Background: an optimization exercise with open tools, aiming at small area. Do not read the settings as production practice. Only simulation tests tie the RTL to the original design; equivalence was not proved. No activity file was given, so power comes from the tool's default toggle rates.

==> flow/design.v (excerpt) <==
module sd_dump_top (
   input  logic clk,
   input  logic reset,
   output logic uart_txd,
   output logic sd_cs,
   output logic sd_sclk,
   output logic sd_mosi,
   input  logic sd_miso,
   output logic done,
   output logic sd_error
);
Settings: LEC_CHECK=0, CAP_MARGIN=20, CORE_MARGIN=2, CORE_UTILIZATION=70, PLACE_DENSITY=0.75, SLEW_MARGIN=20, SYNTH_MEMORY_MAX_BITS=8192; clock period 10.0 ns.
standard.sh (not shown) runs the stock make flow with config.mk's settings and CLKGATE_MAP_FILE= SYNTH_SCRIPT=/design/flow/synth_recipe.tcl, a recipe that flattens the netlist after the stock synthesis.
==> flow/flow/run.sh <==
#!/bin/bash
# The standard layout (standard.sh) with clock tree synthesis told not to add dummy
# loads and to cluster the flip-flops under small leaf buffers.
set -euo pipefail
cd "$(dirname "$0")/.."
source flow/cts_args.sh
export CTS_ARGS
bash standard.sh > flow_make.log 2>&1
==> flow/flow/cts_args.sh <==
CTS_ARGS="-sink_clustering_enable -repair_clock_nets -dont_use_dummy_load -sink_clustering_size 14 -sink_clustering_max_diameter 40 -buf_list {sky130_fd_sc_hd__clkbuf_8}"
The starting point finished clean.
==> next run, changes <==
==> flow/run.sh (new file) <==
#!/bin/bash
# synth_recipe.tcl (not shown) runs the flow's synth.tcl, then flattens the netlist and writes it again
# the make line also repeats each setting of config.mk as NAME=value (left out here)
make -C /OpenROAD-flow-scripts/flow DESIGN_CONFIG=/design/flow/config.mk WORK_HOME=/design/flow/orfs CLKGATE_MAP_FILE= SYNTH_SCRIPT=/design/flow/synth_recipe.tcl finish
Settings changed: CTS_BUF_LIST from default to sky130_fd_sc_hd__clkbuf_4 sky130_fd_sc_hd__clkbuf_8, CTS_CLUSTER_SIZE from default to 20.
removed: flow/flow/run.sh
removed: flow/flow/cts_args.sh
removed: flow/standard.sh
=>
- clock-buffer cell count goes up by 547
- power goes up by 22%
- via count goes up by 9.0%
- die area is unchanged
- clock power goes up by 68%
- first-iteration DRC count goes up by 11%
- hold slack improves by 0.0067 ns
- worst setup slack degrades by 0.012 ns
- flip-flop and latch count does not change
- cell count goes up by 9.5%
==> next run, changes <==
==> flow/flow/run.sh (new file) <==
#!/bin/bash
# The standard layout (standard.sh) with clock tree synthesis told not to add dummy
# loads and to cluster the flip-flops under small leaf buffers.
set -euo pipefail
cd "$(dirname "$0")/.."
source flow/cts_args.sh
export CTS_ARGS
bash standard.sh > flow_make.log 2>&1
==> flow/flow/cts_args.sh (new file) <==
CTS_ARGS="-sink_clustering_enable -repair_clock_nets -dont_use_dummy_load -sink_clustering_size 30 -sink_clustering_max_diameter 50 -buf_list {sky130_fd_sc_hd__clkbuf_16}"
==> flow/standard.sh (new file) <==
#!/bin/bash
# synth_recipe.tcl (not shown) runs the flow's synth.tcl, then flattens the netlist and writes it again
# the make line also repeats each setting of config.mk as NAME=value (left out here)
make -C /OpenROAD-flow-scripts/flow DESIGN_CONFIG=/design/flow/config.mk WORK_HOME=/design/flow/orfs CLKGATE_MAP_FILE= SYNTH_SCRIPT=/design/flow/synth_recipe.tcl "${@:-finish}"
Settings changed: CORE_UTILIZATION 70 to 72, CTS_BUF_LIST sky130_fd_sc_hd__clkbuf_4 sky130_fd_sc_hd__clkbuf_8 to default, CTS_CLUSTER_SIZE 20 to default, PLACE_DENSITY 0.75 to 0.8.
removed: flow/run.sh
What happened:
- The changed run did not get past clock tree synthesis (4_1_cts)
- area after synthesis is unchanged
- synthesized cell count stays the same
==> next run, changes <==
==> flow/flow/cts_args.sh (replaced) <==
CTS_ARGS="-sink_clustering_enable -repair_clock_nets -dont_use_dummy_load -sink_clustering_size 20 -sink_clustering_max_diameter 50 -buf_list {sky130_fd_sc_hd__clkbuf_8}"
Settings changed: CORE_UTILIZATION 72 to 70, PLACE_DENSITY 0.8 to 0.75.
Effect: Now the flow finished clean; synthesized cell count does not change; synthesized area stays the same.
==> next run, changes <==
==> flow/flow/cts_args.sh (replaced) <==
CTS_ARGS="-sink_clustering_enable -repair_clock_nets -dont_use_dummy_load -sink_clustering_size 22 -sink_clustering_max_diameter 50 -buf_list {sky130_fd_sc_hd__clkbuf_8}"
The changed run finished with timing, DRC and antenna clean.
Critical path depth is unchanged.
Clock power shrinks by about 3%.
Final area hardly moves.
Wire length is about the same.
First-iteration DRC count barely changes.
Count of clock-buffer cells in the layout falls by 17.
Die area stays the same.
Worst setup slack loses 0.013 ns.
Via count hardly moves.

[separate check: timing with driven ports]
Ports are ideal in the flow. The routed layouts listed here were re-timed in OpenROAD. Step 1: set_driving_cell puts a clkbuf_16 on clk and a buf_2 on each other input, an assumption about the parent block. Step 2, shift: input delay + t, output delay - t, t = (earliest + latest rising clock arrival at the registers) / 2. This alone moves slack from input paths to output paths. a / b / c = no drivers / after step 1 / after step 2; a / b = the first two.
run	shift t [ns]	setup slack, ns	hold WS [ns]	worst setup path at the end
the first run	0.988	5.945 / 5.877 / 6.305	0.255 / 0.255 / 0.255	input to register
the second run	1.034	5.933 / 5.862 / 6.171	0.262 / 0.262 / 0.262	input to register
the fourth run	0.937	6.015 / 5.947 / 6.258	0.273 / 0.273 / 0.273	input to register
the fifth run	0.949	6.001 / 5.933 / 6.289	0.241 / 0.241 / 0.241	input to register
After both steps setup and hold are still met in every run listed.
